What follows belongs to an exercise in optimizing a design on an open flow for small area, a short achievable clock period and few clock cycles; a production flow would make more cautious choices.
For this run, only the layout was checked, not whether the RTL still works.
No activity file was given, so power comes from the tool's default toggle rates.

`design/flow/run.sh`:
```
#!/bin/bash
# synth_recipe.tcl (not shown) runs the flow's synth.tcl, then flattens the netlist and writes it again
# the make line also repeats each setting of config.mk as NAME=value (left out here)
make -C /OpenROAD-flow-scripts/flow DESIGN_CONFIG=/design/flow/config.mk WORK_HOME=/design/flow/orfs CLKGATE_MAP_FILE= SYNTH_SCRIPT=/design/flow/synth_recipe.tcl finish
```
`design/flow/config.mk`:
```
export PLATFORM = sky130hd
export DESIGN_NAME = lin_input_ctrl_top
export DESIGN_NICKNAME = lin_input_ctrl_top
export VERILOG_FILES = /design/flow/design.v
export SDC_FILE = /design/flow/constraint.sdc
export NUM_CORES = 4
export LEC_CHECK = 0
export CAP_MARGIN = 20
export CORE_MARGIN = 2
export CORE_UTILIZATION = 40
export SLEW_MARGIN = 20
```
`design/flow/constraint.sdc`:
```
create_clock -name core_clock -period 5.5 [get_ports {ACLK}]
set_input_delay 1.1000 -clock core_clock [delete_from_list [all_inputs] [get_ports {ACLK}]]
set_output_delay 1.1000 -clock core_clock [all_outputs]
set_load 0.01 [all_outputs]
```
`design/flow/design.v`:
```
`timescale 1ns/1ps
package lin_pkg;
    typedef logic [32-1:0] addr_t;
    typedef logic [32-1:0] data_t;
    typedef logic [4-1:0]   axi_id_t;
    typedef logic [16-1:0]  cnt_t;
    typedef logic [7:0]             burst_len_t;    
    typedef struct packed {
        addr_t addr;
        cnt_t  beats_left;     
        logic  is_bias;
    } rd_cmd_t;
    typedef struct packed {
        data_t data;
        logic  last;
    } fifo_word_t;
    typedef enum logic [3:0] {
        IDLE,
        READY,
        BIAS_CMD,
        BIAS_DATA,
        BIAS_ZERO,
        VEC_CMD,
        VEC_DATA,
        DONE
    } seq_state_t;
endpackage
`timescale 1ns/1ps
module lin_burst_issuer (
    input  logic                ACLK,
    input  logic                ARESETn,
    input  logic                linear_init,
    input  logic                start,         
    input  logic                has_bias,
    input  lin_pkg::addr_t      bias_address,
    input  lin_pkg::addr_t      input_address,
    input  lin_pkg::cnt_t       input_size,
    input  lin_pkg::cnt_t       input_num,
    input  lin_pkg::burst_len_t input_leng,
    input  logic                vec_pop,       
    input  logic                axi_arready,
    output lin_pkg::axi_id_t    axi_arid,
    output lin_pkg::addr_t      axi_araddr,
    output lin_pkg::burst_len_t axi_arlen,
    output logic [2:0]          axi_arsize,
    output logic [1:0]          axi_arburst,
    output logic                axi_arvalid
);
    localparam int CRED = 32;    
    logic                 c_valid;
    logic                 c_bias;
    logic [29:0]          c_vaddr;      
    lin_pkg::cnt_t        c_rm1;        
    logic [4:0]           c_len;        
    lin_pkg::cnt_t        c_line;       
    logic [5:0]           avail;        
    logic [4:0]           leng;
    lin_pkg::cnt_t        size_m1;
    logic [4:0]           len0;
    logic                 line_last;    
    logic                 job_last;     
    lin_pkg::cnt_t        rm1_next;
    logic [29:0]          baddr;
    logic                 ar_free;
    logic                 move;
    logic [4:0]           ar_len_q;
    logic [29:0]          ar_addr_q;
    assign leng      = input_leng[4:0];
    assign size_m1   = input_size - 1'b1;
    assign len0      = (size_m1 > 16'(leng)) ? leng : size_m1[4:0];
    assign line_last = (c_rm1 <= 16'(leng));
    assign job_last  = (c_line + 1'b1) == input_num;
    assign rm1_next  = c_rm1 - 16'(leng) - 1'b1;
    assign baddr     = bias_address[31:2] + 30'(c_line);
    assign ar_free = ~axi_arvalid | axi_arready;
    assign move    = ar_free & c_valid & (c_bias | (avail > {1'b0, c_len}));
    always_ff @(posedge ACLK or negedge ARESETn) begin
        if (!ARESETn) begin
            c_valid     <= 1'b0;
            c_bias      <= 1'b0;
            axi_arvalid <= 1'b0;
            axi_arid    <= 4'd1;
            avail       <= 6'(CRED);
        end else if (linear_init) begin
            c_valid     <= 1'b0;
            c_bias      <= 1'b0;
            axi_arvalid <= 1'b0;
            axi_arid    <= 4'd1;
            avail       <= 6'(CRED);
        end else begin
            if (axi_arvalid & axi_arready) axi_arid <= axi_arid + 1'b1;
            if (ar_free) axi_arvalid <= move;
            avail <= avail + 6'(vec_pop) - ((move & ~c_bias) ? 6'(c_len) + 6'd1 : 6'd0);
            if (start) begin
                c_valid <= 1'b1;
                c_bias  <= has_bias;
            end else if (move) begin
                if (c_bias) begin
                    c_bias <= 1'b0;
                end else if (line_last) begin
                    if (job_last) c_valid <= 1'b0;
                    c_bias <= has_bias;
                end
            end
        end
    end
    always_ff @(posedge ACLK) begin
        if (start) begin
            c_vaddr <= input_address[31:2];
            c_rm1   <= size_m1;
            c_len   <= len0;
            c_line  <= '0;
        end else if (move & ~c_bias) begin
            if (line_last) begin
                c_vaddr <= input_address[31:2];
                c_rm1   <= size_m1;
                c_len   <= len0;
                c_line  <= c_line + 1'b1;
            end else begin
                c_vaddr <= c_vaddr + 30'(leng) + 30'd1;
                c_rm1   <= rm1_next;
                c_len   <= (rm1_next > 16'(leng)) ? leng : rm1_next[4:0];
            end
        end
        if (move) begin
            ar_addr_q <= c_bias ? baddr : c_vaddr;
            ar_len_q  <= c_bias ? 5'd0 : c_len;
        end
    end
    assign axi_araddr  = {ar_addr_q, 2'b00};
    assign axi_arlen   = {3'b000, ar_len_q};
    assign axi_arsize  = 3'(2);
    assign axi_arburst = 2'b01;
endmodule
`timescale 1ns/1ps
module lin_fetch_seq (
    input  logic                ACLK,
    input  logic                ARESETn,
    input  logic                linear_init,
    input  logic                bias_go,
    input  logic                input_go,
    input  logic                has_bias,
    input  lin_pkg::cnt_t       output_size,
    input  lin_pkg::cnt_t       input_size,
    input  lin_pkg::cnt_t       input_num,
    input  lin_pkg::data_t      axi_rdata,
    input  logic                axi_rvalid,
    output logic                axi_rready,
    output logic                linear_ready,
    output logic                job_done,
    output logic                start,
    output logic                vec_wr_valid,
    output logic                vec_wr_last,
    input  logic                out_bias_ready,
    output logic                out_bias_valid,
    output lin_pkg::data_t      out_bias_data,
    output logic                out_bias_last
);
    logic          run;         
    logic          r_bias;      
    lin_pkg::cnt_t r_wcnt;      
    lin_pkg::cnt_t r_line;      
    lin_pkg::cnt_t zcnt;        
    logic          z_pend;
    logic          beat;
    logic          bias_beat;
    logic          line_end;
    logic          job_end;
    logic          b_free;
    logic          b_zero;
    logic          b_valid_n;
    logic          r_bias_n;
    logic          z_pend_n;
    assign start     = linear_ready & ~run & ~job_done & ~z_pend & bias_go & input_go;
    assign beat      = axi_rvalid & axi_rready & run;
    assign bias_beat = beat & r_bias;
    assign vec_wr_valid = beat & ~r_bias;
    assign line_end  = (r_wcnt == '0);
    assign vec_wr_last = line_end;
    assign job_end   = (r_line + 1'b1) == input_num;
    assign z_pend    = (zcnt != '0);
    assign b_free    = ~out_bias_valid | out_bias_ready;
    assign b_zero    = b_free & z_pend;
    assign b_valid_n = (out_bias_valid & ~out_bias_ready) | bias_beat | b_zero;
    assign z_pend_n  = start ? ~has_bias : (zcnt > 16'd1) | (z_pend & ~b_zero);
    always_comb begin
        r_bias_n = r_bias;
        if (start) r_bias_n = has_bias;
        else if (bias_beat) r_bias_n = 1'b0;
        else if (vec_wr_valid & line_end & ~job_end) r_bias_n = has_bias;
    end
    always_ff @(posedge ACLK or negedge ARESETn) begin
        if (!ARESETn) begin
            linear_ready   <= 1'b0;
            run            <= 1'b0;
            job_done       <= 1'b0;
            r_bias         <= 1'b0;
            zcnt           <= '0;
            out_bias_valid <= 1'b0;
            axi_rready     <= 1'b1;
        end else if (linear_init) begin
            linear_ready   <= 1'b0;
            run            <= 1'b0;
            job_done       <= 1'b0;
            r_bias         <= 1'b0;
            zcnt           <= '0;
            out_bias_valid <= 1'b0;
            axi_rready     <= 1'b1;
        end else begin
            linear_ready   <= 1'b1;
            r_bias         <= r_bias_n;
            out_bias_valid <= b_valid_n;
            axi_rready     <= ~r_bias_n | ~(b_valid_n | z_pend_n);
            if (start) begin
                run <= 1'b1;
            end else if (vec_wr_valid & line_end & job_end) begin
                run      <= 1'b0;
                job_done <= 1'b1;
            end else if (job_done & ~bias_go & ~input_go) begin
                job_done <= 1'b0;
            end
            if (start) zcnt <= has_bias ? '0 : input_num;    
            else if (b_zero) zcnt <= zcnt - 1'b1;
        end
    end
    always_ff @(posedge ACLK) begin
        if (start) begin
            r_wcnt <= input_size - 1'b1;
            r_line <= '0;
        end else if (vec_wr_valid) begin
            if (line_end) begin
                r_wcnt <= input_size - 1'b1;
                r_line <= r_line + 1'b1;
            end else begin
                r_wcnt <= r_wcnt - 1'b1;
            end
        end
        if (bias_beat) begin
            out_bias_data <= axi_rdata;
            out_bias_last <= (r_line + 1'b1) == output_size;
        end else if (b_zero) begin
            out_bias_data <= '0;
            out_bias_last <= 1'b0;
        end
    end
endmodule
`timescale 1ns/1ps
module lin_sync_fifo #(
    parameter int WIDTH = 33,
    parameter int DEPTH = 31,
    parameter int PW    = 5
) (
    input  logic             ACLK,
    input  logic             ARESETn,
    input  logic             clr,
    input  logic             wr_valid,     
    input  logic [WIDTH-1:0] wr_data,
    output logic             rd_valid,
    output logic [WIDTH-1:0] rd_data,
    input  logic             rd_ready,
    output logic             pop
);
    logic [WIDTH-1:0] mem [DEPTH];
    logic [PW-1:0]    wr_ptr;
    logic [PW-1:0]    rd_ptr;
    logic             wr_lap;
    logic             rd_lap;
    logic             arr_empty;
    logic             take;         
    logic [PW-1:0]    wr_inc;
    logic [PW-1:0]    rd_inc;
    logic             wr_wrap;
    logic             rd_wrap;
    assign arr_empty = (wr_ptr == rd_ptr) & (wr_lap == rd_lap);
    assign pop       = rd_valid & rd_ready;
    assign take      = ~rd_valid | rd_ready;
    assign wr_wrap   = (wr_ptr == PW'(DEPTH - 1));
    assign rd_wrap   = (rd_ptr == PW'(DEPTH - 1));
    assign wr_inc    = wr_wrap ? '0 : wr_ptr + 1'b1;
    assign rd_inc    = rd_wrap ? '0 : rd_ptr + 1'b1;
    always_ff @(posedge ACLK or negedge ARESETn) begin
        if (!ARESETn) begin
            wr_ptr   <= '0;
            rd_ptr   <= '0;
            wr_lap   <= 1'b0;
            rd_lap   <= 1'b0;
            rd_valid <= 1'b0;
        end else if (clr) begin
            wr_ptr   <= '0;
            rd_ptr   <= '0;
            wr_lap   <= 1'b0;
            rd_lap   <= 1'b0;
            rd_valid <= 1'b0;
        end else begin
            if (wr_valid) begin
                wr_ptr <= wr_inc;
                wr_lap <= wr_lap ^ wr_wrap;
            end
            if (take) begin
                rd_valid <= ~arr_empty | wr_valid;
                if (~arr_empty | wr_valid) begin
                    rd_ptr <= rd_inc;
                    rd_lap <= rd_lap ^ rd_wrap;
                end
            end
        end
    end
    always_ff @(posedge ACLK) begin
        if (wr_valid) mem[wr_ptr] <= wr_data;
    end
    always_ff @(posedge ACLK) begin
        if (take) rd_data <= arr_empty ? wr_data : mem[rd_ptr];
    end
endmodule
`timescale 1ns/1ps
module lin_input_ctrl_top (
    input  logic                ACLK,
    input  logic                ARESETn,
    output lin_pkg::axi_id_t    axi_arid,
    output lin_pkg::addr_t      axi_araddr,
    output lin_pkg::burst_len_t axi_arlen,
    output logic [2:0]          axi_arsize,
    output logic [1:0]          axi_arburst,
    output logic                axi_arvalid,
    input  logic                axi_arready,
    input  lin_pkg::data_t      axi_rdata,
    input  logic                axi_rlast,
    input  logic                axi_rvalid,
    output logic                axi_rready,
    input  logic                out_bias_ready,
    output logic                out_bias_valid,
    output lin_pkg::data_t      out_bias_data,
    output logic                out_bias_last,
    input  logic                out_ready,
    output logic                out_valid,
    output lin_pkg::data_t      out_data,
    output logic                out_last,     
    input  logic                linear_init,
    output logic                linear_ready,
    input  logic                bias_go,
    output logic                bias_done,
    input  lin_pkg::addr_t      bias_address,
    input  lin_pkg::cnt_t       bias_size,
    input  lin_pkg::cnt_t       output_size,
    input  logic                input_go,
    output logic                input_done,
    input  lin_pkg::addr_t      input_address,
    input  lin_pkg::cnt_t       input_size,
    input  lin_pkg::cnt_t       input_num,
    input  lin_pkg::burst_len_t input_leng
);
    logic                has_bias;
    logic                start;
    logic                job_done;
    logic                vec_wr_valid;
    logic                vec_wr_last;
    logic                vec_pop;
    assign has_bias   = (bias_size != '0);
    assign bias_done  = job_done;
    assign input_done = job_done;
    lin_burst_issuer u_issuer (
        .ACLK          (ACLK),
        .ARESETn       (ARESETn),
        .linear_init   (linear_init),
        .start         (start),
        .has_bias      (has_bias),
        .bias_address  (bias_address),
        .input_address (input_address),
        .input_size    (input_size),
        .input_num     (input_num),
        .input_leng    (input_leng),
        .vec_pop       (vec_pop),
        .axi_arready   (axi_arready),
        .axi_arid      (axi_arid),
        .axi_araddr    (axi_araddr),
        .axi_arlen     (axi_arlen),
        .axi_arsize    (axi_arsize),
        .axi_arburst   (axi_arburst),
        .axi_arvalid   (axi_arvalid)
    );
    lin_fetch_seq u_seq (
        .ACLK           (ACLK),
        .ARESETn        (ARESETn),
        .linear_init    (linear_init),
        .bias_go        (bias_go),
        .input_go       (input_go),
        .has_bias       (has_bias),
        .output_size    (output_size),
        .input_size     (input_size),
        .input_num      (input_num),
        .axi_rdata      (axi_rdata),
        .axi_rvalid     (axi_rvalid),
        .axi_rready     (axi_rready),
        .linear_ready   (linear_ready),
        .job_done       (job_done),
        .start          (start),
        .vec_wr_valid   (vec_wr_valid),
        .vec_wr_last    (vec_wr_last),
        .out_bias_ready (out_bias_ready),
        .out_bias_valid (out_bias_valid),
        .out_bias_data  (out_bias_data),
        .out_bias_last  (out_bias_last)
    );
    lin_sync_fifo #(.WIDTH(32 + 1), .DEPTH(31), .PW(5)) u_vec_fifo (
        .ACLK     (ACLK),
        .ARESETn  (ARESETn),
        .clr      (linear_init),
        .wr_valid (vec_wr_valid),
        .wr_data  ({vec_wr_last, axi_rdata}),
        .rd_valid (out_valid),
        .rd_data  ({out_last, out_data}),
        .rd_ready (out_ready),
        .pop      (vec_pop)
    );
endmodule
```
==> summary.txt <==
cell usage after synthesis, types with 11 or more instances:
cell type | count | area, µm²
xor2_1 | 90 | 788.3
a21oi_1 | 107 | 535.5
buf_4 | 11 | 82.58
buf_1 | 27 | 101.4
and3_1 | 24 | 150.1
nor4_1 | 16 | 100.1
and2_1 | 42 | 262.8
nand2b_1 | 15 | 93.84
mux2_2 | 12 | 135.1
dfxtp_1 | 32 | 640.6
a31oi_1 | 11 | 68.82
inv_1 | 53 | 198.9
edfxtp_1 | 1191 | 35760
xnor2_1 | 103 | 902.1
a21o_1 | 15 | 112.6
mux4_2 | 297 | 6689
nor3_1 | 45 | 225.2
mux2i_1 | 74 | 740.7
or3_1 | 22 | 137.6
nor2b_1 | 16 | 100.1
nor2_1 | 179 | 671.9
o21a_1 | 11 | 82.58
o21ai_0 | 156 | 780.8
buf_2 | 15 | 75.07
dfrtp_1 | 45 | 1126
clkbuf_1 | 111 | 416.7
o211ai_1 | 11 | 82.58
ha_1 | 65 | 813.3
nand2_1 | 209 | 784.5
nand4_1 | 24 | 150.1
nand3_1 | 45 | 225.2
sequential cells by signal, summed over array words and instances (netlist names), 6 cells and up:
| signal | cells |
|---|---|
| u_seq.r_wcnt | 16 |
| u_issuer.avail | 6 |
| u_issuer.c_rm1 | 16 |
| u_seq.r_line | 16 |
| u_issuer.c_vaddr | 30 |
| u_seq.out_bias_data | 32 |
| u_vec_fifo.mem | 1023 |
| u_vec_fifo.rd_data | 33 |
| u_issuer.ar_addr_q | 30 |
| u_seq.zcnt | 16 |
| u_issuer.c_line | 16 |
power groups by stage:
stage | clock, µW | combinational [µW] | sequential (µW)
global route | 9420 | 3680 | 11300
detailed placement | 0 | 3410 | 11500
global placement | 0 | 3390 | 11500
finish | 8870 | 3370 | 11300
floorplan | 0 | 1960 | 11500
CTS | 9040 | 3430 | 11300
metal layers:
| metal | GRT usage [%] | part of all wire, % | wire length (µm) |
|---|---|---|---|
| met5 | 0 | 0.034 | 48 |
| met4 | 5.312 | 2.2 | 3010 |
| met3 | 4.138 | 7.0 | 9824 |
| met2 | 32.22 | 47 | 66000 |
| met1 | 28.32 | 43 | 60660 |
worst max-delay path by stage:
stage,start,endpoint,cells after the start,slack (ps)
final,input_leng[0],u_issuer.c_len[0],12,1360
after global routing,input_leng[0],u_issuer.c_len[0],12,1020
after CTS,input_leng[0],u_issuer.c_len[0],12,1430
after detailed placement,input_leng[0],u_issuer.c_len[0],12,630
after global placement,input_leng[0],u_issuer.c_len[1],12,610
after floorplan,axi_arready,u_issuer.avail[5],15,530
per-stage QoR:
stage          setup slack [ps]  utilization (%)  std cells  total power [µW]  cell area, µm²
3_3_place_gp              608.4            44.31       5180             14880           59800
4_1_cts                    1426            47.50       5430             23780           64110
2_1_floorplan             527.3                -       3204             13430           54180
5_1_grt                    1024            47.44       5430             24430           64030
3_5_place_dp              626.4            44.31       5180             14910           59800
6_report                   1357            47.44       5430             23530           64030
worst reg2reg max path: stages, from the launching register on:
cell and delay, ps:
edfxtp_1 450, or4_4 600, nor4_2 220, nand2b_1 110, and4bb_2 820, nand2_1 670, nor4_2 440, xnor2_1 150
nor2_1 50
cells by family (layout without fill, tap and decap cells):
family                     Yosys count  count (layout)  synth area share [%]
xor gates and xnor gates           193             193                 3.122
DFF                               1271            1271                 69.45
adders and majority gates           69              69                 1.650
other                                2              10               0.01387
AOI/OAI and AO/OA                  376             376                 4.078
muxes                              383             383                 13.97
and+or+nand+nor                    685             685                 6.100
buffers and inverters              217             662                 1.615
final cells by class:
class                           count  area (µm²)  area share, %
Inverter                           53       198.9         0.3107
Tap cell                         1781        2228          3.480
Clock buffer                      171        3598          5.620
Timing Repair Buffer              359        3696          5.772
Sequential cell                  1271       37630          58.77
Clock inverter                     79       704.4          1.100
Multi-Input combinational cell   1716       15970          24.95
==> summary.md <==
| Metric | Value |
|---|---|
| Mapped Avg Cell Area | 16.94 µm² |
| Commonest non-fill, non-tap cell in the layout | edfxtp_1 |
| Drt first pass iters | 5 |
| Worst setup SP type | primary input |
| CP required | 6090 ps |
| CP cell instances | clkdlybuf4s50_1 -> inv_1 -> ha_1 -> fa_1 -> a211oi_1 -> o21ai_1 -> nor4b_1 -> xnor2_1 -> nand4b_1 -> or3_1 -> and3_1 -> a211oi_1 |
| CP Max Fanout | 7 |
| Largest net degree at the start of global routing | approximately 110 |
| FF-to-FF path depth | 8 |
| Initial Utilization | between 40% and 50% |
| Slowest-stage cell, CP | clkdlybuf4s50_1 |
| Most frequent cells in the layout | 1191 x edfxtp_1, 297 x mux4_2, 263 x clkdlybuf4s50_1 |
| Total negative slack | 0 ps |
| CP Buf/Inv Count | 2 |
| CP Class | primary input to flip-flop |
| Synth async-reset ratio | 3.777% |
| Antenna diodes | 0 |
| Pwr per Cell Area | around 370 mW/mm² |
| Die area | around 0.14 mm² |
| Placeable Area | approximately 0.13 mm² |
| Critical Path Sink Type | flip-flop |
| Clock Power Share | 37.7% |
| Max-slew violations | 0 |
| Period Utilization, post-route | between 70% and 80% |
| Grt ovf | 0 |
| First-pass GRT wire length | approximately 200000 µm |
| Initial drt markers | 3072 |
| EDFF count, synth | about 1200 |
| Initial antenna violation count | 8 |
| Hold violation total from the final report | 0 |
| CTS H-tree lvls | 4 |
| Final net count | 3786 |
| Tightest Hold Check Type | primary input to async pin |
| Sw Share | around a quarter |
| Max stage delay on crit path | approximately 580 ps |
| Postcts setup bufs | 0 |
| Via count | about 30000 |
| Number of distinct library cells after synthesis | 75 |
| Int Pwr | approximately 18000 µW |
| Hold Slack | 462.8 ps |
| Vias in the first global route | roughly 30000 |
| Num CTS Buffers | roughly 140 |
| Share of cells above drive strength 1 | between 10% and 20% |
| CP arrival | 4730 ps |
| Synth-to-Final Area Change | 18.24% |
| Mapped cell area | ~0.054 mm² |
| Ys flop type | edfxtp_1 |
| Synth warn | 3 |
| # fillers | 11370 |
| Worst-path clk slew | 60 ps |
| Sequential fraction of design power | between 40% and 50% |
| Tmin final | between 4000 and 5000 ps |
| CTS Sinks | ~1300 |
| Switching Power | 5861 µW |
| Rows | about 140 |
| Worst reg2reg setup slack | 1880 ps |
| Combinational Power Share | between 10% and 20% |
| CTS tree | built |
| Syn Inst Count | ~3200 |
| Critical R2R Launch | u_seq.r_wcnt[7] |
| Post-CTS Hold Fix Bufs | 0 |
| Clock latency on the worst-skew pair | 770 ps |
| Slew margin rel. | between 20% and 30% |
| Gpl congestion | between 0.8 and 0.9 |
| Detailed Route WL | between 100000 and 150000 µm |
| Most used cell, CP | a211oi_1 |
| VDD IR max | 0.2829 mV |
| FMAX | ~240 MHz |
| Post-synthesis sequential element count | about 1300 |
| Leak Pwr | slightly above 0.02 µW |
| Wire per inst | roughly 26 µm |
| Status | no timing/DRC/antenna violations |
| MaxCap Viol Count | 0 |
| Clk buf depth | 3 |
| Post-synthesis sequential area ratio | 69.45% |
| # IOs | 300 |
| Die Y | ~370 µm |
| Worst flop-to-flop path endpoint | u_seq.r_line[12] |
| Clock skew | about 41 ps |
| Slew @ Worst Pin | between 1000 and 1500 ps |
| PostCTS Resize Cnt | 0 |
| CP delay by family, top | simple AND/OR/NAND/NOR gates |
| I/O Buffers | between 200 and 300 |
| GRT Overall Usage | between 20 and 25% |
| # DRC | 0 |
| HPWL Detailed | 84170 µm |
| Vias per cell | approximately 5.5 |
| Final setup viols | 0 |
| ANT nets after route | 0 |
| RSZ-0062 raised after global routing | no |
| Die Width | ~370 µm |
| CTS root buffer | clkbuf_16 |

-- port drivers added, routing unchanged --
The flow's constraints put no driver on any port. The routed layout listed below was extracted and timed again, unchanged, in two steps.
Step 1: set_driving_cell puts a clkbuf_16 on ACLK and a buf_2 on each other input, an assumption about the parent block.
Step 2 moves the port delays by t, midway between the first and last clock arrival at a register: inputs arrive t later, outputs are due t later. That takes back most of the time a late clock gives input paths.
Three values: no drivers, after step 1, after step 2; two values: the first two.
shift t [ns]: 0.833
slack for setup (ns): 1.357 / 1.409 / 0.576
hold WS [ns]: 0.463 / 0.407 / 0.508
worst data-port slew with drivers (ns): 0.18
pins driven straight from the clock port: 1
After both steps setup and hold are still met in this run. For this run, drivers alone change the setup slack by +0.052 ns; drivers and shift together by -0.781 ns.
